Background: an optimization exercise with open tools, aiming at small area, a short achievable clock period and few clock cycles. Do not read the settings as production practice. Only simulation tests tie the RTL to the original design; equivalence was not proved. No activity file was given, so power comes from the tool's default toggle rates.

==> design.v <==
`timescale 1ns / 1ps
package tcp_pkg;
    localparam logic [3:0] ST_START  = 4'd0;
    localparam logic [3:0] ST_KE     = 4'd1;    
    localparam logic [3:0] ST_KD     = 4'd2;    
    localparam logic [3:0] ST_KS     = 4'd3;    
    localparam logic [3:0] ST_KST    = 4'd4;    
    localparam logic [3:0] ST_KSE    = 4'd5;    
    localparam logic [3:0] ST_KT     = 4'd6;    
    localparam logic [3:0] ST_REJ    = 4'd7;    
    localparam logic [3:0] ST_EN_OK  = 4'd8;    
    localparam logic [3:0] ST_DIS_OK = 4'd9;    
    localparam logic [3:0] ST_SL     = 4'd10;   
    localparam logic [3:0] ST_SI     = 4'd11;   
    localparam logic [3:0] ST_SF     = 4'd12;   
    localparam logic [3:0] ST_TL     = 4'd13;   
    localparam logic [3:0] ST_TI     = 4'd14;   
    localparam logic [7:0] CH_NUL   = 8'h00;
    localparam logic [7:0] CH_TAB   = 8'h09;
    localparam logic [7:0] CH_LF    = 8'h0A;
    localparam logic [7:0] CH_VT    = 8'h0B;
    localparam logic [7:0] CH_FF    = 8'h0C;
    localparam logic [7:0] CH_CR    = 8'h0D;
    localparam logic [7:0] CH_SPACE = 8'h20;
    localparam logic [7:0] CH_PLUS  = 8'h2B;
    localparam logic [7:0] CH_MINUS = 8'h2D;
    localparam logic [7:0] CH_DOT   = 8'h2E;
endpackage
`timescale 1ns / 1ps
`timescale 1ns / 1ps
module tcp_padd #(
    parameter int N    = 32,
    parameter int ARCH = 0,
    parameter int GX_POS = 2
) (
    input  logic [N-1:0] a,
    input  logic [N-1:0] b,
    input  logic         cin,
    input  logic         gx,       
    output logic [N-1:0] s,
    output logic         cout
);
    localparam int L = $clog2(N);
    logic [N-1:0] p0;
    logic [N-1:0] gg [0:2*L];
    logic [N-1:0] pp [0:2*L];
    logic [N-1:0] c;
    always_comb
    begin
        p0 = a ^ b;
        gg[0] = a & b;
        pp[0] = p0;
        gg[0][0] = (a[0] & b[0]) | (p0[0] & cin);
        gg[0][GX_POS] = gg[0][GX_POS] | gx;
        if (ARCH == 0)
        begin
            for (int l = 0; l < L; l++)
            begin
                gg[l+1] = gg[l];
                pp[l+1] = pp[l];
                for (int i = 0; i < N; i++)
                    if (((i >> l) & 1) == 1)
                    begin
                        gg[l+1][i] = gg[l][i] | (pp[l][i] & gg[l][((i >> l) << l) - 1]);
                        pp[l+1][i] = pp[l][i] & pp[l][((i >> l) << l) - 1];
                    end
            end
            for (int l = L; l < 2 * L; l++)
            begin
                gg[l+1] = gg[l];
                pp[l+1] = pp[l];
            end
        end
        else if (ARCH == 2)
        begin
            for (int l = 0; l < L; l++)
            begin
                gg[l+1] = gg[l];
                pp[l+1] = pp[l];
                for (int i = 0; i < N; i++)
                    if (i >= (1 << l))
                    begin
                        gg[l+1][i] = gg[l][i] | (pp[l][i] & gg[l][i - (1 << l)]);
                        pp[l+1][i] = pp[l][i] & pp[l][i - (1 << l)];
                    end
            end
            for (int l = L; l < 2 * L; l++)
            begin
                gg[l+1] = gg[l];
                pp[l+1] = pp[l];
            end
        end
        else
        begin
            for (int l = 0; l < L; l++)
            begin
                gg[l+1] = gg[l];
                pp[l+1] = pp[l];
                for (int i = 0; i < N; i++)
                    if ((((i + 1) % (2 << l)) == 0))
                    begin
                        gg[l+1][i] = gg[l][i] | (pp[l][i] & gg[l][i - (1 << l)]);
                        pp[l+1][i] = pp[l][i] & pp[l][i - (1 << l)];
                    end
            end
            for (int l = L - 2; l >= 0; l--)
            begin
                gg[2*L-1-l] = gg[2*L-2-l];
                pp[2*L-1-l] = pp[2*L-2-l];
                for (int i = 0; i < N; i++)
                    if ((((i + 1) % (2 << l)) == (1 << l)) && (i > (1 << l)))
                    begin
                        gg[2*L-1-l][i] = gg[2*L-2-l][i] | (pp[2*L-2-l][i] & gg[2*L-2-l][i - (1 << l)]);
                        pp[2*L-1-l][i] = pp[2*L-2-l][i] & pp[2*L-2-l][i - (1 << l)];
                    end
            end
        end
        c[0] = cin;
        for (int i = 1; i < N; i++)
            c[i] = gg[2*L-1][i-1];
        s = p0 ^ c;
        cout = gg[2*L-1][N-1];
    end
endmodule
`timescale 1ns / 1ps
module text_command_line_parser_top #(
    parameter int MAX_LINE_CHARS = 63
) (
    input  logic        clk,
    input  logic        rst_n,
    input  logic        rx_valid,
    output logic        rx_ready,
    input  logic [7:0]  rx_byte,
    output logic        cmd_valid,
    input  logic        cmd_ready,
    output logic [1:0]  cmd_kind,
    output logic [31:0] pitch_centideg,
    output logic [31:0] turn_rate_hz
);
    localparam int ADD_ARCH = 0;    
    logic       bv;
    logic [7:0] b;
    logic       rdy;
    logic [3:0] st;
    logic [3:0] st_n;
    logic       ended;
    logic       ended_n;
    logic [5:0] cnt;
    logic [5:0] cnt_n;
    logic [31:0] acc;
    logic        neg;
    logic        neg_n;
    logic        ovf;
    logic [1:0]  frac;
    logic [1:0]  frac_n;
    logic [1:0]  scl;
    logic [1:0]  scl_n;
    logic        nstep;
    logic        nstep_n;
    logic        post;        
    logic        negsel;      
    logic        negsel_b;    
    logic        selS;        
    logic        selT;        
    logic        selS_h;      
    logic        selT_h;
    logic       vld;
    logic       vld_n;
    logic [1:0] okind;
    logic stall;
    logic fire;
    logic is_lf;
    logic is_digit;
    logic is_blank;
    logic is_sign;
    logic is_set;
    logic lead;
    logic kw_state;
    logic kw_last;
    logic num_init;
    logic ovf_clr;
    logic dig_step;
    logic emit;
    logic emit_now;
    logic [1:0] emit_kind;
    logic [1:0] emit_scl;
    logic is_num;
    assign stall = vld && (cnt >= 6'd4);
    assign fire  = bv && !stall;
    assign is_lf    = (b == tcp_pkg::CH_LF);
    assign is_digit = (b[7:4] == 4'h3) && (b[3:0] <= 4'd9);
    assign is_blank = (b == tcp_pkg::CH_SPACE) || (b == tcp_pkg::CH_TAB) ||
                      (b == tcp_pkg::CH_VT) || (b == tcp_pkg::CH_FF);
    assign is_sign  = (b == tcp_pkg::CH_PLUS) || (b == tcp_pkg::CH_MINUS);
    assign is_set   = (st == tcp_pkg::ST_SL) || (st == tcp_pkg::ST_SI) || (st == tcp_pkg::ST_SF);
    assign is_num   = is_set || (st == tcp_pkg::ST_TL) || (st == tcp_pkg::ST_TI);
    assign lead     = (st == tcp_pkg::ST_SL) || (st == tcp_pkg::ST_TL);
    assign kw_state = (st == tcp_pkg::ST_KE) || (st == tcp_pkg::ST_KD) || (st == tcp_pkg::ST_KST) ||
                      (st == tcp_pkg::ST_KSE) || (st == tcp_pkg::ST_KT);
    logic [3:0] pos;
    logic ch_e, ch_n, ch_a, ch_b, ch_l, ch_i, ch_s, ch_t, ch_o, ch_p, ch_u, ch_r, ch_sp;
    logic st_ke, st_kd, st_kst, st_kse, st_kt;
    logic kw_ok;
    assign pos    = cnt[3:0];
    assign ch_e   = (b == "E");
    assign ch_n   = (b == "N");
    assign ch_a   = (b == "A");
    assign ch_b   = (b == "B");
    assign ch_l   = (b == "L");
    assign ch_i   = (b == "I");
    assign ch_s   = (b == "S");
    assign ch_t   = (b == "T");
    assign ch_o   = (b == "O");
    assign ch_p   = (b == "P");
    assign ch_u   = (b == "U");
    assign ch_r   = (b == "R");
    assign ch_sp  = (b == tcp_pkg::CH_SPACE);
    assign st_ke  = (st == tcp_pkg::ST_KE);
    assign st_kd  = (st == tcp_pkg::ST_KD);
    assign st_kst = (st == tcp_pkg::ST_KST);
    assign st_kse = (st == tcp_pkg::ST_KSE);
    assign st_kt  = (st == tcp_pkg::ST_KT);
    assign kw_ok =
        (st_ke  && ((pos == 4'd1 && ch_n) || (pos == 4'd2 && ch_a) || (pos == 4'd3 && ch_b) ||
                    (pos == 4'd4 && ch_l) || (pos == 4'd5 && ch_e))) ||
        (st_kd  && ((pos == 4'd1 && ch_i) || (pos == 4'd2 && ch_s) || (pos == 4'd3 && ch_a) ||
                    (pos == 4'd4 && ch_b) || (pos == 4'd5 && ch_l) || (pos == 4'd6 && ch_e))) ||
        (st_kst && ((pos == 4'd2 && ch_o) || (pos == 4'd3 && ch_p))) ||
        (st_kse && ((pos == 4'd2 && ch_t) || (pos == 4'd3 && ch_p) || (pos == 4'd4 && ch_o) ||
                    (pos == 4'd5 && ch_i) || (pos == 4'd6 && ch_n) || (pos == 4'd7 && ch_t) ||
                    (pos == 4'd8 && ch_sp))) ||
        (st_kt  && ((pos == 4'd1 && ch_u) || (pos == 4'd2 && ch_r) || (pos == 4'd3 && ch_n) ||
                    (pos == 4'd4 && ch_sp)));
    assign kw_last = (st_ke && pos == 4'd5) || (st_kd && pos == 4'd6) || (st_kst && pos == 4'd3) ||
                     (st_kse && pos == 4'd8) || (st_kt && pos == 4'd4);
    always_comb
    begin
        emit      = 1'b0;
        emit_kind = 2'd0;
        emit_scl  = 2'd0;
        unique case (st)
            tcp_pkg::ST_EN_OK:  begin emit = 1'b1; emit_kind = 2'd0; end
            tcp_pkg::ST_DIS_OK: begin emit = 1'b1; emit_kind = 2'd1; end
            tcp_pkg::ST_SL, tcp_pkg::ST_SI, tcp_pkg::ST_SF:
            begin
                emit = 1'b1; emit_kind = 2'd2; emit_scl = 2'd2 - frac;
            end
            tcp_pkg::ST_TL, tcp_pkg::ST_TI: begin emit = 1'b1; emit_kind = 2'd3; end
            default: ;
        endcase
    end
    assign emit_now = fire && is_lf && emit;
    always_comb
    begin
        st_n     = st;
        ended_n  = ended;
        cnt_n    = cnt;
        neg_n    = neg;
        frac_n   = frac;
        num_init = 1'b0;
        ovf_clr  = 1'b0;
        dig_step = 1'b0;
        if (fire && b != tcp_pkg::CH_CR)
        begin
            if (is_lf || cnt == 6'(MAX_LINE_CHARS))
            begin
                st_n    = tcp_pkg::ST_START;
                ended_n = 1'b0;
                cnt_n   = '0;
            end
            else
            begin
                cnt_n = cnt + 6'd1;
                if (cnt == 6'd3)
                begin
                    neg_n   = 1'b0;
                    frac_n  = 2'd0;
                    ovf_clr = 1'b1;
                end
                if (ended || st == tcp_pkg::ST_REJ)
                begin
                end
                else if (b == tcp_pkg::CH_NUL)
                begin
                    ended_n = 1'b1;
                end
                else if (st == tcp_pkg::ST_START)
                begin
                    if (ch_e)      st_n = tcp_pkg::ST_KE;
                    else if (b == "D") st_n = tcp_pkg::ST_KD;
                    else if (ch_s) st_n = tcp_pkg::ST_KS;
                    else if (ch_t) st_n = tcp_pkg::ST_KT;
                    else               st_n = tcp_pkg::ST_REJ;
                end
                else if (st == tcp_pkg::ST_KS)
                begin
                    if (ch_t)      st_n = tcp_pkg::ST_KST;
                    else if (ch_e) st_n = tcp_pkg::ST_KSE;
                    else               st_n = tcp_pkg::ST_REJ;
                end
                else if (kw_state)
                begin
                    if (!kw_ok)
                        st_n = tcp_pkg::ST_REJ;
                    else if (kw_last)
                    begin
                        unique case (st)
                            tcp_pkg::ST_KE:  st_n = tcp_pkg::ST_EN_OK;
                            tcp_pkg::ST_KSE: st_n = tcp_pkg::ST_SL;
                            tcp_pkg::ST_KT:  st_n = tcp_pkg::ST_TL;
                            default:         st_n = tcp_pkg::ST_DIS_OK;
                        endcase
                        if (st == tcp_pkg::ST_KSE || st == tcp_pkg::ST_KT)
                            num_init = 1'b1;
                    end
                end
                else if (st == tcp_pkg::ST_EN_OK || st == tcp_pkg::ST_DIS_OK)
                begin
                    st_n = tcp_pkg::ST_REJ;
                end
                else if (st == tcp_pkg::ST_SF)
                begin
                    if (is_digit)
                    begin
                        if (frac != 2'd2)
                        begin
                            dig_step = 1'b1;
                            frac_n   = frac + 2'd1;
                        end
                    end
                    else
                        ended_n = 1'b1;
                end
                else
                begin
                    if (is_digit)
                    begin
                        dig_step = 1'b1;
                        st_n     = is_set ? tcp_pkg::ST_SI : tcp_pkg::ST_TI;
                    end
                    else if (is_set && b == tcp_pkg::CH_DOT)
                        st_n = tcp_pkg::ST_SF;
                    else if (lead && is_blank)
                    begin
                    end
                    else if (lead && is_sign)
                    begin
                        neg_n = (b == tcp_pkg::CH_MINUS);
                        st_n  = is_set ? tcp_pkg::ST_SI : tcp_pkg::ST_TI;
                    end
                    else
                        ended_n = 1'b1;
                end
            end
        end
    end
    logic scl_step;
    logic neg_step;
    logic sat_step;
    logic post_n;
    logic post_fin;
    logic num_post;
    assign sat_step = post && ovf;
    assign scl_step = post && !ovf && (scl != 2'd0);
    assign neg_step = negsel;
    assign num_post = is_num && (ovf || neg || (is_set && frac != 2'd2));
    always_comb
    begin
        scl_n    = scl;
        nstep_n  = nstep;
        post_n   = post;
        post_fin = 1'b0;
        if (post)
        begin
            if (scl_step)
                scl_n = scl - 2'd1;
            else
            begin
                post_fin = 1'b1;
                post_n   = 1'b0;
                scl_n    = 2'd0;
                nstep_n  = 1'b0;
            end
        end
        else if (emit_now && num_post)
        begin
            post_n  = 1'b1;
            scl_n   = is_set ? 2'd2 - frac : 2'd0;
            nstep_n = neg;
        end
        vld_n = (vld && !cmd_ready) || post_fin || (emit_now && !num_post);
    end
    logic [3:0]  e;
    logic [30:0] add_a;
    logic [30:0] add_b;
    logic [30:0] add_s;
    logic        add_c;
    logic        ovf_new;
    logic [31:0] acc_new;
    assign e     = post ? 4'd0 : b[3:0];
    assign add_a = neg_step ? ~acc[30:0] : {acc[27:0], e[2:0]};
    assign add_b = negsel_b ? 31'd0 : {acc[29:0], 1'b0};
    tcp_padd #(
        .N      (31),
        .ARCH   (ADD_ARCH),
        .GX_POS (2)
    ) u_add (
        .a    (add_a),
        .b    (add_b),
        .cin  (neg_step),
        .gx   (e[3]),
        .s    (add_s),
        .cout (add_c)
    );
    assign ovf_new = add_c || (|acc[30:28]);
    assign acc_new = {neg_step ? !add_c : add_c, add_s};
    always_ff @(posedge clk)
    begin
        if (ovf_clr)
            ovf <= 1'b0;
        else if ((dig_step || scl_step) && ovf_new)
            ovf <= 1'b1;
        if (num_init)
            acc <= '0;
        else if (sat_step)
            acc <= {neg, {31{!neg}}};
        else if (dig_step || scl_step || neg_step)
            acc <= acc_new;
        neg  <= neg_n;
        frac <= frac_n;
        if (emit_now)
            okind <= emit_kind;
        selS <= emit_now ? (emit_kind == 2'd2) : (okind == 2'd2);
        selT <= emit_now ? (emit_kind == 2'd3) : (okind == 2'd3);
        selS_h <= emit_now ? (emit_kind == 2'd2) : selS;
        selT_h <= emit_now ? (emit_kind == 2'd3) : selT;
        if (rdy)
            b <= rx_byte;
    end
    always_ff @(posedge clk or negedge rst_n)
    begin
        if (!rst_n)
        begin
            bv    <= 1'b0;
            rdy   <= 1'b1;
            st    <= tcp_pkg::ST_START;
            ended <= 1'b0;
            cnt   <= '0;
            scl   <= 2'd0;
            nstep <= 1'b0;
            post  <= 1'b0;
            negsel <= 1'b0;
            negsel_b <= 1'b0;
            vld   <= 1'b0;
        end
        else
        begin
            if (rdy)
                bv <= rx_valid;
            else if (fire)
                bv <= 1'b0;
            rdy   <= !(vld && !cmd_ready && (cnt >= 6'd3));
            st    <= st_n;
            ended <= ended_n;
            cnt   <= cnt_n;
            scl   <= scl_n;
            nstep <= nstep_n;
            post  <= post_n;
            negsel <= post_n && nstep_n && (scl_n == 2'd0);
            negsel_b <= nstep_n && (scl_n == 2'd0);     
            vld   <= vld_n;
        end
    end
    assign rx_ready  = rdy;
    assign cmd_valid = vld;
    assign cmd_kind  = okind;
    assign pitch_centideg = acc & {{16{selS_h}}, {16{selS}}};
    assign turn_rate_hz   = acc & {{16{selT_h}}, {16{selT}}};
endmodule
==> flow/run.sh <==
#!/bin/bash
# Standard ORFS layout (same SDC and clock period). Ports get buf_2 buffers, and
# timing repair aims for setup slack 8.5 ns at the design's period.
set -euo pipefail
bash standard.sh "BUFFER_PORTS_ARGS=-buffer_cell sky130_fd_sc_hd__buf_2" SETUP_SLACK_MARGIN=8.5 CORE_UTILIZATION=75 finish > standard_flow.log 2>&1
==> standard.sh <==
#!/bin/bash
# synth_recipe.tcl (not shown) runs the flow's synth.tcl, then flattens the netlist and writes it again
# the make line also repeats each setting of config.mk as NAME=value (left out here)
make -C /OpenROAD-flow-scripts/flow DESIGN_CONFIG=/design/flow/config.mk WORK_HOME=/design/flow/orfs CLKGATE_MAP_FILE= SYNTH_SCRIPT=/design/flow/synth_recipe.tcl "${@:-finish}"
==> config.mk <==
export PLATFORM = sky130hd
export DESIGN_NAME = text_command_line_parser_top
export DESIGN_NICKNAME = text_command_line_parser_top
export VERILOG_FILES = /design/flow/design.v
export SDC_FILE = /design/flow/constraint.sdc
export NUM_CORES = 4
export LEC_CHECK = 0
export CAP_MARGIN = 20
export CORE_MARGIN = 2
export CORE_UTILIZATION = 40
export SLEW_MARGIN = 20
==> constraint.sdc <==
create_clock -name core_clock -period 12.0 [get_ports {clk}]
set_input_delay 2.4000 -clock core_clock [delete_from_list [all_inputs] [get_ports {clk}]]
set_output_delay 2.4000 -clock core_clock [all_outputs]
set_load 0.01 [all_outputs]
==> results of run 1 <==
==> logic make-up after synthesis <==
| kind of cell | share of synthesized area [%] |
|---|---|
| DFF | 26.1 |
| xor gates and xnor gates | 3.08 |
| AOI/OAI and AO/OA | 21.5 |
| buffers and inverters | 5.16 |
| and+or+nand+nor | 33.2 |
| muxes | 2.16 |
| adders and majority gates | 8.88 |
==> Yosys cell counts (all sizes together), types with 8 or more instances <==
cell      n  area [µm²]
a211oi   18         145
a21o     11        83.8
a21oi    70         358
and2     71         444
buf      22         116
clkbuf   26        97.6
dfrtp    19         475
dfxtp    37         741
edfxtp   13         390
ha       38         475
inv      29         109
mux2i     9        90.1
nand2    46         178
nand2b   15        93.8
nand3    17        85.1
nand4    11        68.8
nor2    107         417
nor2b    34         220
nor3     36         185
o21ai    40         200
o22ai    11        68.8
xnor2    14         123
xor2      8        70.1
==> timing repair <==
action | CTS
pin swaps | 0
resized for setup | 10
gates cloned | 0
hold buffers | 0
setup buffers | 6
endpoints found under the hold margin | 0
endpoints found under the setup margin | 84
==> worst min-delay path by stage <==
stage / depth (start not counted) / from / slack [ps] / endpoint
after CTS: 1 / okind[0] / 510 / selS
after detailed placement: 1 / okind[0] / 510 / selS
after global placement: 1 / okind[0] / 500 / selS
after floorplan: 1 / cnt[5] / 480 / cnt[5]
==> stage by stage <==
| step | utilization, % | total power (W) | instance area [µm²] | cells |
|---|---|---|---|---|
| 2_1_floorplan | - | 0.000595 | 6270 | 808 |
| 3_3_place_gp | 81.0 | 0.000662 | 6590 | 946 |
| 3_5_place_dp | 81.0 | 0.000679 | 6590 | 946 |
| 4_1_cts | 84.8 | 0.000918 | 6900 | 968 |
==> metal layers <==
layer / GRT overflow / GRT usage, %
met3: 1 / 70.0
met1: 0 / 82.5
met4: 14 / 78.5
met2: 13 / 92.0
met5: 0 / 36.3
==> power by group through the flow <==
stage	Combinational [W]	Sequential (W)	Clock, W
global placement	0.000301	0.000361	0
CTS	0.000327	0.000358	0.000234
floorplan	0.000287	0.000308	0
detailed placement	0.000317	0.000362	0
==> qor.yml, run 1 <==
run_status:
  status: "stopped before the end"
  tool.error: "[ERROR GRT-0232] Routing congestion too high. Check the congestion heatmap in the GUI."
  haltStage: "global routing"
sta:
  grt-worst-endpoint: "acc[31]$_SDFFE_PP0P_/D"
  worstEndpointType: "register data pin"
floorplan:
  initial_core_util_pct: 76.9
  die_w_um: 95.4
  rows: 33
  dieHeight_um: 95.4
  io_pins: 80
placement:
  post-dp-hpwl_um: 12500
  post-place-ws_ps: 7890
  io_buffers: 79
  gp_congestion: 0.997
synthesis:
  synth-seq-cells: 70
  synth-main-ff-cell: "dfxtp_1"
  netlist_instances: 808
  syn_nets: 862
  yosys_warnings: 4
  avgSynthCellArea_um2: 7.75
  syn_area_um2: 6260
  seq_area_frac_synth_pct: 26.1
  synthDistinctLibCells: 90
  synth-edff-count: 13
  async_flop_share_pct: 28.6
clock_tree:
  numCtsBuffers: 9
  root_buffer: "clkbuf_8"
  clkSinkCount: 70
  htreeDepth: 3
  cts_buffer_depth: 2
grt:
  grt.overflow.total: 28
  grt_start_max_net_pins: 33
  grtUsageTotal_pct: 80.7
Testbench counts, summed over its fixed seeds: cycles 40,726.
==> run 2: changes to the inputs <==
==> flow/run.sh (replaced) <==
#!/bin/bash
# Standard ORFS layout (same SDC and clock period). Ports get buf_2 buffers, and
# timing repair aims for setup slack 8.5 ns at the design's period.
set -euo pipefail
bash standard.sh "BUFFER_PORTS_ARGS=-buffer_cell sky130_fd_sc_hd__buf_2" SETUP_SLACK_MARGIN=8.5 CORE_UTILIZATION=67 finish > standard_flow.log 2>&1
==> run 2 against run 1 <==
Effect of this change: the run now finishes clean; area after synthesis unchanged; synthesized cell count unchanged.
==> qor.yml, run 2 <==
sta:
  period_share_pct: 30.6
  layout_min_cycle_time_ps: 3670
  drv_slew: 0
  fin_setup_tns_ps: 0
  timing.fmax_mhz: 273
  fin_skew_ps: 13.6
  finalHoldViolCount: 0
  holdWs_ps: 531
  slew-limit-headroom_pct: 22.7
  worst_slew_pin_slew_ps: 1160
  layout_setup_ws_ps: 8330
  rsz0062_at_grt: "true"
  finalSetupViolations: 0
synthesis:
  synth_common_cells: "103 x nor2_1, 71 x and2_1, 68 x a21oi_1"
  yosys.area.top_type: "dfxtp_1"
  yosys_warnings: 4  # unchanged
  synth-edff-count: 13  # unchanged
  syn_nets: 862  # unchanged
  synth_top_cell_area_share_pct: 11.8  # unchanged
  synthDistinctLibCells: 90  # unchanged
  synth.area.top_cells: "dfxtp_1 12%, dfrtp_1 7.6%, ha_1 7.6%, and2_1 7.1%, edfxtp_1 6.2%"
  synth-seq-cells: 70  # unchanged
  synth-main-ff-cell: "dfxtp_1"
  netlist_instances: 808  # unchanged
  avgSynthCellArea_um2: 7.75  # unchanged
  synth.most_common_cell: "nor2_1"
  syn_area_um2: 6260  # unchanged
  seq_area_frac_synth_pct: 26.1  # unchanged
  async_flop_share_pct: 28.6  # unchanged
drt:
  drt_iter0_drc: 553
  vias_per_cell: 6.65
  ant_nets: 0
  vias: 6622
  firstDrtPassIters: 5
  routed_wl_um: 20000
  routedWlPerCell_um: 20.1
  drcViolationCount: 0
min_path:
  min-delay-path-class: "reg2reg"
power:
  switching_share_pct: 41.8
  power.net_switching_w: 0.000384
  finalPower_w: 0.000919
  leakage_nw: 3.40
  p_comb_share_pct: 36.5
  clockPowerShare_pct: 23.7
  vdd_ir_drop_max_mv: 0.140
  seq_power_share_pct: 39.8
  p_int_w: 0.000535
  powerDensity_nw_per_um2: 126
finish:
  final_cell_mix: "103 x nor2_1, 65 x a21oi_1, 65 x buf_2"
  final_util_pct: 79.9
  area_delta_synth_final_pct: 16.8
  largest_reg_flops: 31
  reg_top3: "acc x31, b x8, cnt x6"
  mostFrequentLayoutCell: "nor2_1"
  drive_gt1_share_pct: 23.2
  regMostFlops: "acc"
  final_nets: 934
  n_antenna_cell: 0
grt:
  grt.overflow.total: 0
  grtUsageTotal_pct: 35.0
  antenna_found_initial: 0
  grt_start_max_net_pins: 33
  first_global_vias: 5988
  grt_first_pass_wirelength_um: 28600
clock_tree:
  insertion_delay_ps: 360
  clk_pin_slew_ps: 80
  cts_buffer_depth: 2  # unchanged
  root_buffer: "clkbuf_8"
  clkSinkCount: 70  # unchanged
  numCtsBuffers: 9  # unchanged
  htreeDepth: 3  # unchanged
  cts_tree: "done"
floorplan:
  io_pins: 80  # unchanged
  dieHeight_um: 101  # +5.6%
  initial_core_util_pct: 68.4  # -8.6 points
  rows: 35  # +6.1%
  coreArea_um2: 9150
  dieArea_um2: 10100
  die_w_um: 101  # +5.6%
critical_path:
  critPathMaxFanout: 7
  worstPathArrival_ps: 3930
  path_class: "reg2reg"
  startpoint_type: "register"
  end_kind: "register"
  crit_required_ps: 12260
placement:
  io_buffers: 79  # unchanged
  gp_congestion: 1.05  # +5.3%
  post-dp-hpwl_um: 12200  # -2.9%
  post-place-ws_ps: 7960  # +73.2 ps
job:
  drv_cap: 0
run_status:
  status: "finished clean"
==> run 2: critical path: stages (launching register included) <==
cell and delay [ps]:
dfrtp_4 490, clkbuf_4 220, nor2b_1 160, a21oi_1 240
fa_1 280, nor2b_2 80, o41ai_4 280, a21oi_2 140
o21ai_2 230, a21oi_2 120, o41a_4 380, a31oi_2 230
o21ba_2 170, mux2_1 310, a211oi_1 230
==> run 2: area by class of cell <==
| type | instances | area [µm²] |
|---|---|---|
| sequential | 70 | 1670 |
| clock buffer | 10 | 128 |
| fill | 630 | 1840 |
| timing repair buffer | 109 | 788 |
| inverter | 29 | 109 |
| multi-input combinational | 661 | 4390 |
| clock inverter | 6 | 87.6 |
| tap | 111 | 139 |
==> run 2: per-stage QoR <==
stage,instance area [µm²],instances
6_report,7310,996
2_1_floorplan,6270,808
4_1_cts,6880,971
3_5_place_dp,6590,951
5_1_grt,7310,996
3_3_place_gp,6590,951
==> run 2: path summary, 6_finish.rpt <==
path | from | slack [ps] | depth (start not counted) | to
max | negsel | 8330 | 14 | acc[31]
min | okind[0] | 530 | 1 | selS
max reg2reg | negsel | 8330 | 14 | acc[31]
min reg2reg | okind[0] | 530 | 1 | selS
max in group asynchronous | rst_n | 9620 | 1 | negsel
min in group asynchronous | rst_n | 2000 | 1 | cnt[1]
==> run 2: power by group through the flow <==
stage	logic, W	clock network, W	registers, W
4_1_cts	0.000314	0.000217	0.000359
3_3_place_gp	0.000295	0	0.000361
6_report	0.000335	0.000218	0.000366
5_1_grt	0.000369	0.000226	0.000373
2_1_floorplan	0.000287	0	0.000308
3_5_place_dp	0.000310	0	0.000365
==> run 2: logic make-up after synthesis <==
logic type | count (synthesis) | share of synthesized area (%)
simple gates | 383 | 33.2
compound gates | 201 | 21.5
buf+inv | 77 | 5.16
flops | 70 | 26.1
fa+ha+maj | 42 | 8.88
xor+xnor | 22 | 3.08
mux | 13 | 2.16
==> run 2: metal layers <==
metal / part of all wire [%] / wire length, µm / track usage, % / vias to the layer above
met5: 0 / 0 / 0 / -
met4: 6.8 / 1360 / 17.9 / 0
met3: 8.6 / 1730 / 4.79 / 140
met2: 48 / 9690 / 61.5 / 459
met1: 36 / 7250 / 41.4 / 3016
li1: - / - / - / 3007
==> run 2: what timing repair did <==
action	CTS	global route
buffers inserted	4	25
setup endpoints to repair	89	61
pin swaps	0	5
gates resized for setup	11	65
hold buffers	0	0
cloned	0	0
==> run 3: changes to the inputs <==
==> flow/run.sh (replaced) <==
#!/bin/bash
# Standard ORFS layout (same SDC and clock period). Ports get buf_2 buffers, and
# timing repair aims for setup slack 8.5 ns at the design's period.
set -euo pipefail
bash standard.sh "BUFFER_PORTS_ARGS=-buffer_cell sky130_fd_sc_hd__buf_2" SETUP_SLACK_MARGIN=8.5 CORE_UTILIZATION=60 finish > standard_flow.log 2>&1
==> run 3 against run 2 <==
Effect of this change: via count fell by 5.3%; combinational power fell by 3%; synthesized cell count did not move; clock skew rose by 3.1 ps; total power fell by 3.5%; maximum frequency rose by 4.3%; largest cell class unchanged; register-to-register slack improved by 150 ps; still clean on timing, DRC and antenna; core utilization fell by 10 points.
==> qor.yml, run 3 <==
sta:
  fin_skew_ps: 16.6  # +3.08 ps
  holdWs_ps: 485  # -45.9 ps
  rsz0062_at_grt: "true"
  layout_min_cycle_time_ps: 3520  # -150 ps
  worst_slew_pin_slew_ps: 1060  # -91.4 ps
  fin_setup_tns_ps: 0  # unchanged
  finalSetupViolations: 0  # unchanged
  slew-limit-headroom_pct: 28.8  # +6.1 points
  layout_setup_ws_ps: 8480  # +150 ps
  drv_slew: 0  # unchanged
  finalHoldViolCount: 0  # unchanged
  period_share_pct: 29.3  # -1.2 points
  timing.fmax_mhz: 284  # +4.3%
min_path:
  min-delay-path-class: "reg2reg"
critical_path:
  crit_required_ps: 12270  # about the same
  path_class: "reg2reg"
  startpoint_type: "register"
  end_kind: "register"
  worstPathArrival_ps: 3790  # -140 ps
  critPathMaxFanout: 5  # -2
synthesis:
  yosys_warnings: 4  # unchanged
  synth.area.top_cells: "dfxtp_1 12%, dfrtp_1 7.6%, ha_1 7.6%, and2_1 7.1%, edfxtp_1 6.2%"
  synth-xor-area-share_pct: 3.08  # unchanged
  synthDistinctLibCells: 90  # unchanged
  syn_nets: 862  # unchanged
  synth-main-ff-cell: "dfxtp_1"
  synth-seq-cells: 70  # unchanged
  synth_top_cell_area_share_pct: 11.8  # unchanged
  async_flop_share_pct: 28.6  # unchanged
  synth.area.mux_share_pct: 2.16  # unchanged
  yosys.area.top_type: "dfxtp_1"
  avgSynthCellArea_um2: 7.75  # unchanged
  synth-edff-count: 13  # unchanged
  synth_common_cells: "103 x nor2_1, 71 x and2_1, 68 x a21oi_1"
  synth.most_common_cell: "nor2_1"
  netlist_instances: 808  # unchanged
  syn_area_um2: 6260  # unchanged
  seq_area_frac_synth_pct: 26.1  # unchanged
  synth_top_family_by_area: "simple AND/OR/NAND/NOR gates"
  synth_fa_ha_area_share_pct: 8.88  # unchanged
  synth_compound_area_share_pct: 21.5  # unchanged
  synth_simple_gate_area_share_pct: 33.2  # unchanged
floorplan:
  dieArea_um2: 11300  # +11%
  dieHeight_um: 106  # +5.4%
  die_w_um: 106  # +5.4%
  rows: 37  # +5.7%
  initial_core_util_pct: 61.2  # -7.2 points
  io_pins: 80  # unchanged
  coreArea_um2: 10200  # +12%
placement:
  dpl.cell_count: 976  # +2.6%
  post-dp-hpwl_um: 12300  # +0.98%
  io_buffers: 79  # unchanged
  post-place-ws_ps: 7990  # +31.9 ps
  gp_congestion: 0.936  # -11%
finish:
  final_util_pct: 69.5  # -10 points
  regArea_um2: 1670  # -0.30%
  finalNonFillerCells: 1015  # +1.9%
  multi_input_area_um2: 4370  # -0.48%
  final_nets: 928  # -0.64%
  regMostFlops: "acc"
  final_cell_mix: "102 x nor2_1, 79 x buf_2, 71 x and2_1"
  n_fill_cell: 825  # +31%
  mostFrequentLayoutCell: "nor2_1"
  area_delta_synth_final_pct: 13.6
  largest_reg_flops: 31  # unchanged
  n_antenna_cell: 0  # unchanged
  drive_gt1_share_pct: 20.5  # -2.7 points
  reg_top3: "acc x31, b x8, cnt x6"
drt:
  drcViolationCount: 0  # unchanged
  routed_wl_um: 18200  # -9.3%
  routedWlPerCell_um: 17.9  # -11%
  vias: 6274  # -5.3%
  drt_iter0_drc: 365  # -34%
  vias_per_cell: 6.18  # -7.0%
  ant_nets: 0  # unchanged
  firstDrtPassIters: 5  # unchanged
run_status:
  status: "finished clean"
power:
  vdd_ir_drop_max_mv: 0.126  # -10%
  leakage_nw: 3.33  # -2.1%
  powerDensity_nw_per_um2: 125  # -0.75%
clock_tree:
  cts.hold.buffers_added: 0  # unchanged
  cts_buffer_depth: 2  # unchanged
  root_buffer: "clkbuf_8"
  clk_pin_slew_ps: 80  # about the same
  cts_tree: "done"
  numCtsBuffers: 9  # unchanged
  htreeDepth: 3  # unchanged
  clkSinkCount: 70  # unchanged
  insertion_delay_ps: 360  # about the same
grt:
  first_global_vias: 5782  # -3.4%
  antenna_found_initial: 0  # unchanged
  grt.overflow.total: 0  # unchanged
  grtUsageTotal_pct: 31.4  # -3.6 points
  grt_start_max_net_pins: 33  # unchanged
  grt_first_pass_wirelength_um: 28300  # -1.1%
job:
  drv_cap: 0  # unchanged
==> run 3: per-stage QoR <==
step / power [W] / instance area [µm²]
final: 0.000887 / 7110
after detailed placement: 0.000680 / 6620
after floorplan: 0.000595 / 6270
after global placement: 0.000672 / 6620
after global routing: 0.000943 / 7110
after CTS: 0.000876 / 6880
==> run 3: logic make-up (layout without fill, tap and decap cells) <==
| family | count (synthesis) | count (layout) |
|---|---|---|
| AO/OA/AOI/OAI | 201 | 201 |
| multiplexers | 13 | 13 |
| AND/OR/NAND/NOR | 383 | 383 |
| adder cells (fa/ha/maj) | 42 | 42 |
| XOR/XNOR | 22 | 22 |
| flip-flops | 70 | 70 |
| buffers and inverters | 77 | 148 |
==> run 3: routing by layer <==
layer | track usage [%] | vias up | part of all wire [%]
met5 | 0 | - | 0
met4 | 14.3 | 0 | 3.7
met3 | 3.62 | 54 | 5.9
li1 | - | 2993 | -
met2 | 54.9 | 242 | 50
met1 | 38.6 | 2985 | 40
==> run 3: where the power goes <==
group	switching, W	total (W)	internal, W
Clock	0.0000923	0.000196	0.000104
Sequential	0.0000896	0.000364	0.000275
Combinational	0.000187	0.000326	0.000139
Total	0.000369	0.000887	0.000517
==> run 3: worst max-delay path, cell delays in order (launching register included) <==
cell and delay, ps:
dfrtp_4 510, buf_4 170, buf_4 140, nor2_2 100, a21oi_2 50, ha_1 290
nand2_1 70, o21ai_1 90, or3_4 420, o21ai_2 230, a21oi_2 100, o41a_4 390
a31oi_4 170, o21ba_2 160, mux2_1 320, a211oi_1 210
==> run 3: worst paths after layout <==
| path | from | to | slack, ps | cells after the start |
|---|---|---|---|---|
| worst min-delay path | okind[0] | selS | 490 | 1 |
| min in group asynchronous | rst_n | st[1] | 1990 | 1 |
| worst max register to register | negsel | acc[31] | 8480 | 15 |
| max in group asynchronous | rst_n | cnt[2] | 9630 | 1 |
| worst max-delay path | negsel | acc[31] | 8480 | 15 |
| worst min register to register | okind[0] | selS | 490 | 1 |
==> run 3: what timing repair did <==
item                       in CTS  in global routing
pin swaps                       0                 15
gates resized for setup        10                 29
setup endpoints to repair      89                 75
gates cloned                    0                  0
setup buffers                   4                 19
==> run 3: final cells by class <==
class,instances,area share [%]
Inverter,29,1.53
Timing Repair Buffer,103,8.38
Sequential cell,70,23.4
Clock buffer,16,2.82
Multi-Input combinational cell,661,61.4
Tap cell,136,2.39
==> run 4: changes to the inputs <==
--- a/design.v
+++ b/design.v
@@ -413,7 +413,7 @@
         .cout (add_c)
     );
     assign ovf_new = add_c || (|acc[30:28]);
-    assign acc_new = {neg_step ? !add_c : add_c, add_s};
+    assign acc_new = {neg_step && !add_c, add_s};
     always_ff @(posedge clk)
     begin
         if (ovf_clr)
@@ -434,6 +434,8 @@
         selT <= emit_now ? (emit_kind == 2'd3) : (okind == 2'd3);
         selS_h <= emit_now ? (emit_kind == 2'd2) : selS;
         selT_h <= emit_now ? (emit_kind == 2'd3) : selT;
+        negsel   <= post_n && nstep_n && (scl_n == 2'd0);
+        negsel_b <= nstep_n && (scl_n == 2'd0);     
         if (rdy)
             b <= rx_byte;
     end
@@ -449,8 +451,6 @@
             scl   <= 2'd0;
             nstep <= 1'b0;
             post  <= 1'b0;
-            negsel <= 1'b0;
-            negsel_b <= 1'b0;
             vld   <= 1'b0;
         end
         else
@@ -466,8 +466,6 @@
             scl   <= scl_n;
             nstep <= nstep_n;
             post  <= post_n;
-            negsel <= post_n && nstep_n && (scl_n == 2'd0);
-            negsel_b <= nstep_n && (scl_n == 2'd0);     
             vld   <= vld_n;
         end
     end
==> run 4 against run 3 <==
Effect of this change: still clean on timing, DRC and antenna; maximum frequency barely moved; clock power grew 9.7%; first-iteration DRC count rose by 73%; highest routed layer unchanged.
==> qor.yml, run 4 <==
power:
  vdd_ir_drop_max_mv: 0.102  # -19%
  leakage_nw: 3.24  # -2.6%
  seq_power_share_pct: 35.7  # -5.4 points
  power.net_switching_w: 0.000489  # +32%
  powerDensity_nw_per_um2: 158  # +27%
  p_int_w: 0.000617  # +19%
  clockPowerShare_pct: 19.4  # -2.7 points
  switching_share_pct: 44.2  # +2.6 points
  p_comb_share_pct: 44.9  # +8.1 points
floorplan:
  dieHeight_um: 105  # -0.78%
  coreArea_um2: 9860  # -3.6%
  die_w_um: 105  # -0.78%
  dieArea_um2: 11100  # -1.6%
  rows: 36  # -2.7%
  initial_core_util_pct: 62.4  # +1.2 points
  io_pins: 80  # unchanged
synthesis:
  yosys_warnings: 4  # unchanged
  synth-edff-count: 13  # unchanged
  synth.most_common_cell: "a21oi_1"
  avgSynthCellArea_um2: 7.56  # -2.3%
  netlist_instances: 814  # +0.74%
  syn_area_um2: 6160  # -1.6%
  synth-seq-cells: 70  # unchanged
  async_flop_share_pct: 25.7  # -2.9 points
  syn_nets: 868  # +0.70%
  synth-main-ff-cell: "dfxtp_1"
  seq_area_frac_synth_pct: 26.4  # +0.27 points
  synth_common_cells: "91 x a21oi_1, 84 x nor2_1, 68 x and2_1"
  synthDistinctLibCells: 78  # -13%
  synth.area.top_cells: "dfxtp_1 13%, ha_1 7.7%, a21oi_1 7.4%, and2_1 6.9%, dfrtp_1 6.9%"
  synth_top_cell_area_share_pct: 12.7  # +0.85 points
  yosys.area.top_type: "dfxtp_1"
grt:
  grt_start_max_net_pins: 65  # +97%
  antenna_found_initial: 0  # unchanged
  grt_util_met3_pct: 6.80  # +3.2 points
  first_global_vias: 5687  # -1.6%
  grtUsageTotal_pct: 32.4  # +0.98 points
  grt.overflow.total: 0  # unchanged
  grt_first_pass_wirelength_um: 28900  # +2.2%
  global_route.usage.met2_pct: 47.3  # -7.6 points
  globalRoute.busiestLayer: "met1"
  grtUsageMet1_pct: 48.4  # +9.8 points
sta:
  finalHoldViolCount: 0  # unchanged
  period_share_pct: 29.3  # about the same
  finalSetupViolations: 0  # unchanged
  fin_setup_tns_ps: 0  # unchanged
  layout_setup_ws_ps: 8480  # -0.240 ps
  worst_slew_pin_slew_ps: 882  # -182 ps
  rsz0062_at_grt: "true"
  timing.fmax_mhz: 284  # about the same
  drv_slew: 0  # unchanged
  holdWs_ps: 478  # -7.77 ps
  fin_skew_ps: 17.2  # +0.561 ps
  layout_min_cycle_time_ps: 3520  # +0.240 ps
  slew-limit-headroom_pct: 41.1  # +12 points
finish:
  mostFrequentLayoutCell: "a21oi_1"
  largest_reg_flops: 31  # unchanged
  regArea_um2: 1660  # -0.23%
  regMostFlops: "acc"
  n_antenna_cell: 0  # unchanged
  final_nets: 929  # +0.11%
  n_fill_cell: 857  # +3.9%
  multi_input_area_um2: 4280  # -1.9%
  reg_top3: "acc x31, b x8, cnt x6"
  final_cell_mix: "91 x a21oi_1, 83 x nor2_1, 79 x buf_2"
  finalNonFillerCells: 1013  # -0.20%
  area_delta_synth_final_pct: 13.5  # about the same
  drive_gt1_share_pct: 18.6  # -1.8 points
run_status:
  status: "finished clean"
clock_tree:
  htreeDepth: 3  # unchanged
  cts_buffer_depth: 2  # unchanged
  numCtsBuffers: 9  # unchanged
  insertion_delay_ps: 370  # about the same
  cts_tree: "done"
  clk_pin_slew_ps: 90  # about the same
  clkSinkCount: 70  # unchanged
  root_buffer: "clkbuf_8"
  cts.hold.buffers_added: 0  # unchanged
critical_path:
  critical_path.top_delay_family: "flip-flops"
  cp_num_buf_inv: 1  # -1
  end_kind: "output port"
  startpoint_type: "register"
  slowest_stage: "dfxtp_4"
  rrSetupSlack_ps: 8640  # +160 ps
  slowest_delay_ps: 450  # -60 ps
  path_class: "reg2out"
  critPathMaxFanout: 16  # +11
  cp_cell_sequence: "and2_1, buf_2"
  crit_required_ps: 9600  # -2670 ps
  worstPathArrival_ps: 1120  # -2670 ps
drt:
  routedWlPerCell_um: 18.0  # +0.32%
  drcViolationCount: 0  # unchanged
  ant_nets: 0  # unchanged
  vias: 6363  # +1.4%
  routed_wl_um: 18200  # +0.12%
  firstDrtPassIters: 5  # unchanged
  vias_per_cell: 6.28  # +1.6%
  drt_iter0_drc: 630  # +73%
placement:
  post-place-ws_ps: 7790  # -198 ps
  post-dp-hpwl_um: 12500  # +1.9%
  gp_congestion: 0.959  # +2.5%
  io_buffers: 79  # unchanged
  dpl.cell_count: 980  # +0.41%
job:
  drv_cap: 0  # unchanged
min_path:
  min-delay-path-class: "reg2reg"
run 4: area by class of cell:
| cell class | count | share of cell area (%) |
|---|---|---|
| multi-input combinational | 672 | 61.3 |
| sequential | 70 | 23.8 |
| timing repair buffer | 97 | 8.02 |
| tap | 133 | 2.38 |
| clock buffer | 10 | 2.13 |
| inverter | 25 | 1.34 |
| clock inverter | 6 | 1.04 |
run 4: logic make-up after synthesis:
family | count (synthesis) | synth area share, %
AND/OR/NAND/NOR | 370 | 32.0
AO/OA/AOI/OAI | 233 | 23.9
buffers and inverters | 73 | 4.80
flip-flops | 70 | 26.4
adder cells (fa/ha/maj) | 42 | 9.02
XOR/XNOR | 17 | 2.42
multiplexers | 9 | 1.50
run 4: through the flow:
| stage | utilization (%) | cell area [µm²] | total power, W |
|---|---|---|---|
| after CTS | 69.4 | 6850 | 0.00109 |
| after global placement | 66.3 | 6540 | 0.000860 |
| after global routing | 70.9 | 6990 | 0.00119 |
| final | 70.9 | 6990 | 0.00111 |
| after detailed placement | 66.3 | 6540 | 0.000872 |
| after floorplan | - | 6160 | 0.000745 |
run 4: routing by layer:
layer | part of all wire (%) | routed length, µm | up-vias
met3 | 11 | 1950 | 14
met4 | 0.97 | 176 | 0
met5 | 0 | 0 | -
li1 | - | - | 3040
met2 | 44 | 7920 | 319
met1 | 45 | 8150 | 2990
run 4: final timing paths:
check	from	endpoint	depth (start not counted)
max in group asynchronous	rst_n	post	1
hold / removal	okind[0]	selS	1
setup reg to reg	negsel	acc[17]	12
setup / recovery	selT_h	turn_rate_hz[31]	2
hold reg to reg	okind[0]	selS	1
min in group asynchronous	rst_n	ended	1
run 4: worst register-to-register path, stage by stage (launching register included):
cell and delay (ps):
dfxtp_2 410, buf_12 210, mux2i_1 220, ha_1 260
nor2b_1 160, o41ai_2 480, a21oi_1 220, or2_2 360
fa_1 440, xnor2_1 180, o21ai_1 70, a21oi_1 160
nor2_1 70
run 4: power groups by stage:
stage | sequential (W) | clock, W | combinational, W
6_report | 0.000395 | 0.000215 | 0.000496
5_1_grt | 0.000405 | 0.000226 | 0.000554
4_1_cts | 0.000388 | 0.000215 | 0.000487
3_5_place_dp | 0.000393 | 0 | 0.000480
3_3_place_gp | 0.000390 | 0 | 0.000470
2_1_floorplan | 0.000328 | 0 | 0.000418
run 4: timing repair:
item / 4_1_cts / 5_1_grt
endpoints found under the setup margin: 97 / 92
gates cloned: 1 / 1
setup buffers: 5 / 10
gates resized for setup: 19 / 21
pin swaps: 1 / 2
Testbench counts of run 4, summed over its fixed seeds: cycles 40,726.
==> run 5: changes to the inputs <==
==> flow/run.sh (replaced) <==
#!/bin/bash
# Standard ORFS layout (same SDC and clock period). Ports get buf_2 buffers, and
# timing repair aims for setup slack 8.5 ns at the design's period.
set -euo pipefail
bash standard.sh "BUFFER_PORTS_ARGS=-buffer_cell sky130_fd_sc_hd__buf_2" SETUP_SLACK_MARGIN=8.5 finish > standard_flow.log 2>&1
--- a/config.mk
+++ b/config.mk
@@ -5,7 +5,8 @@
 export SDC_FILE = /design/flow/constraint.sdc
 export NUM_CORES = 4
 export LEC_CHECK = 0
+export ABC_AREA = 1
 export CAP_MARGIN = 20
 export CORE_MARGIN = 2
-export CORE_UTILIZATION = 40
+export CORE_UTILIZATION = 60
 export SLEW_MARGIN = 20
==> run 5 against run 4 <==
Effect of this change: still clean; total power grew 25%; maximum frequency is 1.8% lower; via count increased by 7.1%; sequential share of layout area is 1.3 points lower; design area increased by 5.3%; clock skew fell by 3.2 ps; synthesized cell count rose by 29%; die area is 2.5% higher; critical path depth increased by 2; area after synthesis grew 2.6%; clock power shrank 3%; largest cell class unchanged.
==> qor.yml, run 5 <==
finish:
  final_util_pct: 71.6  # +0.78 points
  largest_reg_flops: 31  # unchanged
  area_delta_synth_final_pct: 16.5
  reg_top3: "acc x31, b x8, cnt x6"
  n_antenna_cell: 0  # unchanged
  final_cell_mix: "260 x nand2_1, 180 x inv_1, 119 x nor2_1"
  regMostFlops: "acc"
  final_nets: 1178  # +27%
  mostFrequentLayoutCell: "nand2_1"
  drive_gt1_share_pct: 18.5  # -0.12 points
drt:
  vias: 6817  # +7.1%
  vias_per_cell: 5.39  # -14%
  ant_nets: 0  # unchanged
  drcViolationCount: 0  # unchanged
  drt_iter0_drc: 437  # -31%
  routedWlPerCell_um: 13.9  # -22%
  firstDrtPassIters: 8  # +3
  routed_wl_um: 17600  # -3.1%
placement:
  post-dp-hpwl_um: 12200  # -2.8%
  io_buffers: 79  # unchanged
  post-place-ws_ps: 8530  # +735 ps
  gp_congestion: 0.997  # +4.0%
min_path:
  min-delay-path-class: "reg2reg"
  holdPathEnd: "ovf"
  hold_depth: 2  # +1
  hp-start: "ovf"
synthesis:
  syn_area_um2: 6320  # +2.6%
  syn_nets: 1101  # +27%
  avgSynthCellArea_um2: 6.04  # -20%
  yosys_warnings: 4  # unchanged
  synth_compound_area_share_pct: 14.8  # -9.0 points
  synth_top_cell_area_share_pct: 17.6  # +5.0 points
  synth-seq-cells: 70  # unchanged
  synth.area.mux_share_pct: 0  # -1.5 points
  synth-xor-area-share_pct: 1.66  # -0.76 points
  yosys.area.top_type: "nand2_1"
  synth.area.top_cells: "nand2_1 18%, dfxtp_1 12%, inv_1 11%, ha_1 7.5%, nor2_1 7.1%"
  seq_area_frac_synth_pct: 25.7  # -0.68 points
  async_flop_share_pct: 25.7  # unchanged
  synth_top_family_by_area: "simple AND/OR/NAND/NOR gates"
  synthDistinctLibCells: 50  # -36%
  synth.most_common_cell: "nand2_1"
  synth-main-ff-cell: "dfxtp_1"
  synth-edff-count: 13  # unchanged
  synth_fa_ha_area_share_pct: 8.79  # -0.23 points
  synth_simple_gate_area_share_pct: 34.9  # +2.9 points
  synth_common_cells: "297 x nand2_1, 190 x inv_1, 119 x nor2_1"
  netlist_instances: 1047  # +29%
grt:
  first_global_vias: 5906  # +3.9%
  antenna_found_initial: 0  # unchanged
  grt.overflow.total: 0  # unchanged
  grt_first_pass_wirelength_um: 27800  # -3.9%
  grtUsageTotal_pct: 30.6  # -1.7 points
  grt_start_max_net_pins: 47  # -28%
sta:
  drv_slew: 0  # unchanged
  layout_min_cycle_time_ps: 3580  # +64.7 ps
  worst_slew_pin_slew_ps: 624  # -258 ps
  layout_setup_ws_ps: 8420  # -64.7 ps
  rsz0062_at_grt: "true"
  fin_skew_ps: 14.0  # -3.18 ps
  finalHoldViolCount: 0  # unchanged
  slew-limit-headroom_pct: 58.3  # +17 points
  period_share_pct: 29.9  # +0.54 points
  holdWs_ps: 523  # +44.9 ps
  fin_setup_tns_ps: 0  # unchanged
  timing.fmax_mhz: 279  # -1.8%
  finalSetupViolations: 0  # unchanged
clock_tree:
  cts.hold.buffers_added: 0  # unchanged
  cts_buffer_depth: 2  # unchanged
  numCtsBuffers: 9  # unchanged
  insertion_delay_ps: 390  # +20 ps
  clkSinkCount: 70  # unchanged
  root_buffer: "clkbuf_8"
  clk_pin_slew_ps: 90  # about the same
  htreeDepth: 3  # unchanged
  cts_tree: "done"
critical_path:
  reg2reg_depth: 14  # +2
  rrSetupSlack_ps: 8770  # +130 ps
  end_kind: "output port"
  worst_r2r_endpoint: "acc[17]"
  cp_cell_sequence: "buf_8, nand2_2, inv_1, buf_2"
  worstPathArrival_ps: 1180  # +60 ps
  path_class: "reg2out"
  slowest_delay_ps: 380  # -70 ps
  startpoint_type: "register"
  critical_path.top_delay_family: "flip-flops"
  critPathMaxFanout: 8  # -8
  cp_num_buf_inv: 3  # +2
  slowest_stage: "dfxtp_4"
  crit_required_ps: 9600  # about the same
  rr_startpoint: "negsel"
floorplan:
  die_w_um: 107  # +1.3%
  dieHeight_um: 107  # +1.3%
  io_pins: 80  # unchanged
  rows: 37  # +2.8%
  initial_core_util_pct: 61.5  # -0.92 points
  coreArea_um2: 10300  # +4.2%
  dieArea_um2: 11400  # +2.5%
power:
  vdd_ir_drop_max_mv: 0.129  # +27%
  leakage_nw: 4.45  # +37%
  finalPower_w: 0.00139  # +25%
  powerDensity_nw_per_um2: 188  # +19%
job:
  drv_cap: 0  # unchanged
run_status:
  status: "finished clean"
==> run 5: kinds of logic after synthesis <==
group,count (synthesis)
AND/OR/NAND/NOR,526
adder cells (fa/ha/maj),42
XOR/XNOR,12
flip-flops,70
buffers and inverters,229
AO/OA/AOI/OAI,168
==> run 5: tightest hold or removal path, cell delays in order, from the launching register on <==
cell and delay [ps]:
dfxtp_1 340, inv_1 80, a22oi_1 60
==> run 5: how the worst max path moves through the flow <==
| stage | startpoint | to | depth (start not counted) |
|---|---|---|---|
| finish | selT_h | turn_rate_hz[29] | 4 |
| floorplan | selS | pitch_centideg[10] | 4 |
| detailed placement | negsel | acc[17] | 13 |
| global route | selT_h | turn_rate_hz[29] | 4 |
| global placement | selS_h | pitch_centideg[26] | 3 |
| CTS | selS_h | pitch_centideg[23] | 4 |
==> run 5: area by class of cell <==
class	instances	area (µm²)
clock buffers	9	124
well taps	136	170
repair buffers	94	653
inverters	201	758
multi-input cells	748	3920
flip-flops and latches	70	1660
clock inverters	7	78.8
fillers	949	2920
==> run 5: timing repair <==
item | 4_1_cts | 5_1_grt
gates resized for setup | 27 | 69
buffers inserted | 4 | 8
setup endpoints to repair | 65 | 74
pin swaps | 4 | 8
==> run 5: per-stage QoR <==
step	area (µm²)	std cells
6_report	7360	1265
4_1_cts	7080	1257
5_1_grt	7360	1265
2_1_floorplan	6320	1047
3_3_place_gp	6770	1237
3_5_place_dp	6770	1237
==> run 5: layer usage <==
metal / vias to the layer above / wire length [µm] / track usage, %
met5: - / 0 / 0
met1: 3081 / 7210 / 38.9
met2: 239 / 8570 / 51.2
met3: 51 / 1190 / 3.59
li1: 3446 / - / -
met4: 0 / 662 / 15.9
==> run 5: power breakdown <==
part,switching (W),leakage (nW),internal (W)
combinational,0.000492,3.67,0.000303
clock,0.000111,0.101,0.0000986
sequential,0.0000828,0.682,0.000297
==> run 6: changes to the inputs <==
==> flow/run.sh (replaced) <==
#!/bin/bash
# Standard ORFS layout (same SDC and clock period). Ports get buf_2 buffers, and
# timing repair aims for setup slack 8.5 ns at the design's period.
set -euo pipefail
bash standard.sh "BUFFER_PORTS_ARGS=-buffer_cell sky130_fd_sc_hd__buf_2" SETUP_SLACK_MARGIN=8.5 CORE_UTILIZATION=55 finish > standard_flow.log 2>&1
--- a/config.mk
+++ b/config.mk
@@ -5,8 +5,7 @@
 export SDC_FILE = /design/flow/constraint.sdc
 export NUM_CORES = 4
 export LEC_CHECK = 0
-export ABC_AREA = 1
 export CAP_MARGIN = 20
 export CORE_MARGIN = 2
-export CORE_UTILIZATION = 60
+export CORE_UTILIZATION = 40
 export SLEW_MARGIN = 20
==> run 6 against run 5 <==
Effect of this change: clock power rose by 6%; via count decreased by 7.5%; register-to-register slack got worse by 130 ps; hold slack got worse by 32 ps; largest cell class unchanged; critical endpoint is now pitch_centideg[23]; worst setup slack better by 90 ps; combinational power is 37% lower; sequential cell count did not move; synthesized cell count down 22%.
==> qor.yml, run 6 <==
synthesis:
  syn_area_um2: 6160  # -2.6%
  synth_common_cells: "91 x a21oi_1, 84 x nor2_1, 68 x and2_1"
  avgSynthCellArea_um2: 7.56  # +25%
  synth.most_common_cell: "a21oi_1"
  seq_area_frac_synth_pct: 26.4  # +0.68 points
  synth-edff-count: 13  # unchanged
  async_flop_share_pct: 25.7  # unchanged
  synth-seq-cells: 70  # unchanged
  synthDistinctLibCells: 78  # +56%
  synth-main-ff-cell: "dfxtp_1"
  synth_top_cell_area_share_pct: 12.7  # -5.0 points
  yosys_warnings: 4  # unchanged
  syn_nets: 868  # -21%
  netlist_instances: 814  # -22%
  yosys.area.top_type: "dfxtp_1"
  synth.area.top_cells: "dfxtp_1 13%, ha_1 7.7%, a21oi_1 7.4%, and2_1 6.9%, dfrtp_1 6.9%"
critical_path:
  rrSetupSlack_ps: 8640  # -130 ps
  worst_r2r_endpoint: "acc[28]"
  critPathMaxFanout: 16  # +8
  startpoint_type: "register"
  reg2reg_depth: 12  # -2
  worstPathArrival_ps: 1090  # -90 ps
  path_class: "reg2out"
  crit_required_ps: 9600  # about the same
  rr_startpoint: "post"
  end_kind: "output port"
floorplan:
  die_w_um: 110  # +3.0%
  coreArea_um2: 10900  # +5.9%
  initial_core_util_pct: 56.6  # -4.9 points
  io_pins: 80  # unchanged
  rows: 38  # +2.7%
  dieArea_um2: 12100  # +6.0%
  dieHeight_um: 110  # +3.0%
clock_tree:
  htreeDepth: 3  # unchanged
  cts_buffer_depth: 2  # unchanged
  insertion_delay_ps: 370  # -20 ps
  cts_tree: "done"
  cts.hold.buffers_added: 0  # unchanged
  clk_pin_slew_ps: 90  # about the same
  numCtsBuffers: 9  # unchanged
  root_buffer: "clkbuf_8"
  clkSinkCount: 70  # unchanged
placement:
  post-dp-hpwl_um: 12500  # +2.6%
  io_buffers: 79  # unchanged
  gp_congestion: 0.924  # -7.3%
grt:
  first_global_vias: 5589  # -5.4%
  grtUsageTotal_pct: 30.5  # -0.11 points
  grt.overflow.total: 0  # unchanged
  grt_start_max_net_pins: 65  # +38%
  grt_first_pass_wirelength_um: 28700  # +3.1%
  antenna_found_initial: 0  # unchanged
finish:
  final_cell_mix: "90 x a21oi_1, 84 x nor2_1, 79 x buf_2"
  largest_reg_flops: 31  # unchanged
  reg_top3: "acc x31, b x8, cnt x6"
  mostFrequentLayoutCell: "a21oi_1"
  n_antenna_cell: 0  # unchanged
  n_fill_cell: 951  # +0.21%
  final_nets: 930  # -21%
  area_delta_synth_final_pct: 14.3
  regMostFlops: "acc"
  drive_gt1_share_pct: 19.1  # +0.56 points
drt:
  vias_per_cell: 6.17  # +15%
  firstDrtPassIters: 4  # -4
  routed_wl_um: 18400  # +4.6%
  drt_iter0_drc: 581  # +33%
  vias: 6303  # -7.5%
  routedWlPerCell_um: 18.1  # +30%
  drcViolationCount: 0  # unchanged
  ant_nets: 0  # unchanged
sta:
  finalHoldViolCount: 0  # unchanged
  period_share_pct: 29.1  # -0.75 points
  timing.fmax_mhz: 286  # +2.6%
  slew-limit-headroom_pct: 34.9  # -23 points
  rsz0062_at_grt: "true"
  finalSetupViolations: 0  # unchanged
  holdWs_ps: 491  # -31.6 ps
  fin_setup_tns_ps: 0  # unchanged
  layout_min_cycle_time_ps: 3490  # -90.3 ps
  drv_slew: 0  # unchanged
  fin_skew_ps: 13.9  # -0.0985 ps
  worst_slew_pin_slew_ps: 975  # +351 ps
min_path:
  hp-start: "okind[0]"
  min-delay-path-class: "reg2reg"
  hold_depth: 1  # -1
  holdPathEnd: "selS"
power:
  finalPower_w: 0.00112  # -19%
  vdd_ir_drop_max_mv: 0.126  # -2.3%
  p_comb_share_pct: 44.8  # -13 points
  p_int_w: 0.000624  # -11%
  switching_share_pct: 44.2  # -5.3 points
  clockPowerShare_pct: 19.8  # +4.7 points
  powerDensity_nw_per_um2: 159  # -16%
  leakage_nw: 3.24  # -27%
  power.net_switching_w: 0.000493  # -28%
  seq_power_share_pct: 35.4  # +8.0 points
job:
  drv_cap: 0  # unchanged
run_status:
  status: "finished clean"
-- run 6: changes by cell type after synthesis, sizes merged, moves of 34 or more --
cell   change
a21oi     +37
and2      +68
inv      -175
nand2    -239
nand3     -49
nor2      -38
nor2b     +35
o21ai     -34
-- run 6: cell families after synthesis --
logic type | share of synthesized area, %
DFF | 26.4
and+or+nand+nor | 32.0
xor gates and xnor gates | 2.42
muxes | 1.50
adders and majority gates | 9.02
buffers and inverters | 4.80
AOI/OAI and AO/OA | 23.9
-- run 6: critical path, cell delays in order (launching register included) --
cell	delay, ps
dfxtp_4	450
and2_1	150
buf_2	120
-- run 6: timing repair --
item,CTS,global route
gates cloned,1,1
endpoints found under the setup margin,97,93
pin swaps,1,3
endpoints found under the hold margin,0,0
setup buffers,5,11
gates resized for setup,23,22
-- run 6: worst max-delay path by stage --
stage / slack [ps] / depth (start not counted) / end / startpoint
after floorplan: 8570 / 14 / acc[17] / negsel
after global placement: 8000 / 10 / acc[25] / b[1]
after detailed placement: 7810 / 10 / acc[25] / b[1]
after CTS: 8490 / 2 / pitch_centideg[23] / selS_h
after global routing: 8440 / 12 / acc[28] / post
final: 8510 / 2 / pitch_centideg[23] / selS_h
-- run 6: metal layers --
layer | track usage (%) | wire (µm)
met3 | 6.88 | 1820
met1 | 45.9 | 8670
met2 | 44.3 | 7770
met5 | 0 | 0
met4 | 6.24 | 176
-- run 6: layout make-up --
type | count | area (µm²) | area share (%)
clock buffers | 9 | 124 | 1.76
clock inverters | 7 | 97.6 | 1.39
inverters | 25 | 93.8 | 1.33
multi-input cells | 672 | 4310 | 61.3
flip-flops and latches | 70 | 1670 | 23.7
well taps | 140 | 175 | 2.49
repair buffers | 98 | 568 | 8.07
-- run 6: power by group through the flow --
stage	clock [W]	sequential [W]	combinational (W)
finish	0.000221	0.000396	0.000500
global route	0.000233	0.000405	0.000560
CTS	0.000225	0.000390	0.000485
detailed placement	0	0.000395	0.000478
global placement	0	0.000394	0.000473
floorplan	0	0.000328	0.000418
-- run 6: metrics by stage --
step / instances / worst slack [ps] / instance area [µm²] / util [%]
4_1_cts: 1009 / 8490 / 6870 / 63.1
6_report: 1021 / 8510 / 7040 / 64.6
5_1_grt: 1021 / 8440 / 7040 / 64.6
3_3_place_gp: 987 / 8000 / 6550 / 60.1
3_5_place_dp: 987 / 7810 / 6550 / 60.1
2_1_floorplan: 814 / 8570 / 6160 / -
==> run 7: changes to the inputs <==
==> flow/run.sh (replaced) <==
#!/bin/bash
# Standard ORFS layout (same SDC and clock period). Ports get buf_2 buffers, and
# timing repair aims for setup slack 8.7 ns at the design's period.
set -euo pipefail
bash standard.sh "BUFFER_PORTS_ARGS=-buffer_cell sky130_fd_sc_hd__buf_2" SETUP_SLACK_MARGIN=8.7 CORE_UTILIZATION=60 finish > standard_flow.log 2>&1
==> run 7 against run 6 <==
Effect of this change: still clean; clock-buffer cell count unchanged; sequential power is essentially flat; non-clock buffer count is 13 higher; total power decreased by 0.42%; die area decreased by 8.0%; first-iteration DRC count up 18%; design area rose by 4.6%; cell count rose by 0.59%; sequential share of layout area decreased by 0.93 points; core utilization rose by 10 points; global-route usage up 2.5 points; largest cell class unchanged.
==> qor.yml, run 7 <==
finish:
  reg_top3: "acc x31, b x8, cnt x6"
  n_fill_cell: 718  # -25%
  regArea_um2: 1670  # +0.45%
  largest_reg_flops: 31  # unchanged
  drive_gt1_share_pct: 23.6  # +4.5 points
  area_delta_synth_final_pct: 19.5
  final_nets: 943  # +1.4%
  mostFrequentLayoutCell: "a21oi_1"
  finalNonFillerCells: 1027  # +0.59%
  multi_input_area_um2: 4390  # +1.9%
drt:
  routedWlPerCell_um: 18.4  # +1.8%
  drcViolationCount: 0  # unchanged
  vias: 6563  # +4.1%
  vias_per_cell: 6.39  # +3.5%
  ant_nets: 0  # unchanged
  drt_iter0_drc: 685  # +18%
  firstDrtPassIters: 5  # +1
sta:
  timing.fmax_mhz: 283  # -1.3%
  rsz0062_at_grt: "true"
  slew-limit-headroom_pct: 40.4  # +5.5 points
  fin_skew_ps: 8.72  # -5.20 ps
  layout_min_cycle_time_ps: 3540  # +45.6 ps
  fin_setup_tns_ps: 0  # unchanged
  period_share_pct: 29.5  # +0.38 points
  finalHoldViolCount: 0  # unchanged
synthesis:
  synth.most_common_cell: "a21oi_1"
  avgSynthCellArea_um2: 7.56  # unchanged
  synth-edff-count: 13  # unchanged
  synth_common_cells: "91 x a21oi_1, 84 x nor2_1, 68 x and2_1"
  synth_top_cell_area_share_pct: 12.7  # unchanged
  netlist_instances: 814  # unchanged
  synth-main-ff-cell: "dfxtp_1"
  yosys_warnings: 4  # unchanged
  synth.area.top_cells: "dfxtp_1 13%, ha_1 7.7%, a21oi_1 7.4%, and2_1 6.9%, dfrtp_1 6.9%"
  seq_area_frac_synth_pct: 26.4  # unchanged
  synth-seq-cells: 70  # unchanged
floorplan:
  rows: 36  # -5.3%
  dieHeight_um: 105  # -4.1%
  coreArea_um2: 9860  # -9.4%
  die_w_um: 105  # -4.1%
  initial_core_util_pct: 62.4  # +5.9 points
  dieArea_um2: 11100  # -8.0%
  io_pins: 80  # unchanged
critical_path:
  slowest_delay_ps: 370  # -80 ps
  crit_required_ps: 9600  # about the same
  critPathMaxFanout: 8  # -8
  cp_cell_sequence: "buf_8, and2_4, buf_6"
  slowest_stage: "dfxtp_4"
  worstPathArrival_ps: 1140  # +50 ps
  startpoint_type: "register"
  reg2reg_depth: 14  # +2
run_status:
  status: "finished clean"
clock_tree:
  htreeDepth: 3  # unchanged
  insertion_delay_ps: 360  # about the same
  root_buffer: "clkbuf_8"
  clk_pin_slew_ps: 80  # about the same
  numCtsBuffers: 9  # unchanged
  cts_buffer_depth: 2  # unchanged
power:
  vdd_ir_drop_max_mv: 0.126  # +0.13%
  powerDensity_nw_per_um2: 151  # -4.8%
  leakage_nw: 3.38  # +4.1%
placement:
  io_buffers: 79  # unchanged
  gp_congestion: 1.00  # +8.6%
  dpl.cell_count: 980  # -0.71%
grt:
  grt_first_pass_wirelength_um: 29500  # +3.1%
  grt.overflow.total: 0  # unchanged
  grtUsageTotal_pct: 33.0  # +2.5 points
  grt_start_max_net_pins: 33  # -49%
  first_global_vias: 5801  # +3.8%
min_path:
  min-delay-path-class: "reg2reg"
job:
  drv_cap: 0  # unchanged
run 7: kinds of logic (layout without fill, tap and decap cells):
group	after synthesis	after routing	share of synthesized area, %
AO/OA/AOI/OAI	233	233	23.9
flip-flops	70	70	26.4
adder cells (fa/ha/maj)	42	42	9.02
XOR/XNOR	17	17	2.42
multiplexers	9	9	1.50
buffers and inverters	73	152	4.80
AND/OR/NAND/NOR	370	371	32.0
run 7: what timing repair did:
action / in CTS / in global routing
pin swaps: 3 / 5
endpoints found under the setup margin: 100 / 99
hold buffers: 0 / 0
setup buffers: 15 / 13
resized for setup: 38 / 60
gates cloned: 3 / 0
run 7: cell type report:
cell class | instances | area share [%]
multi-input combinational | 672 | 59.7
clock buffer | 9 | 1.68
timing repair buffer | 111 | 11.3
tap | 133 | 2.26
clock inverter | 7 | 0.986
inverter | 25 | 1.28
sequential | 70 | 22.7
run 7: routing by layer:
| metal | up-vias | track usage, % | wire (µm) |
|---|---|---|---|
| met2 | 386 | 48.1 | 8250 |
| met1 | 3067 | 49.9 | 8220 |
| met3 | 40 | 6.12 | 2030 |
| li1 | 3070 | - | - |
| met4 | 0 | 8.48 | 386 |
| met5 | - | 0 | 0 |
run 7: worst paths after layout:
kind / start / end / slack, ps
max: selS_h / pitch_centideg[26] / 8460
min: acc[3] / acc[3] / 540
max reg2reg: negsel / acc[17] / 8840
min reg2reg: acc[3] / acc[3] / 540
max in group asynchronous: rst_n / post / 9660
min in group asynchronous: rst_n / cnt[0] / 1980
run 7: worst max-delay path: cells and delay by family (launching register included):
kind          cells  cell delay, ps
buf+inv           2             250
flops             1             370
simple gates      1             160
run 7: power by group:
| group | internal (W) | switching, W | leakage (nW) |
|---|---|---|---|
| clock | 0.0000965 | 0.0000980 | 0.0960 |
| sequential | 0.000291 | 0.000107 | 0.691 |
| combinational | 0.000226 | 0.000294 | 2.59 |
| total | 0.000614 | 0.000498 | 3.38 |
run 7: metrics by stage:
stage	cell area [µm²]	hold slack, ps	setup WS [ps]	power, W	utilization [%]
finish	7360	539	8460	0.00111	74.6
CTS	7010	536	8500	0.00108	71.1
global placement	6540	477	8070	0.000862	66.3
detailed placement	6540	497	7830	0.000875	66.3
floorplan	6160	482	8760	0.000745	-
global route	7360	568	8440	0.00119	74.6

Check on run 7: ideal ports give 8.461 ns setup slack; a clkbuf_16 on the clock port and buf_2 on the inputs give 8.426 ns; moving port delays by the midpoint clock arrival (0.394 ns) as well gives 8.820 ns.
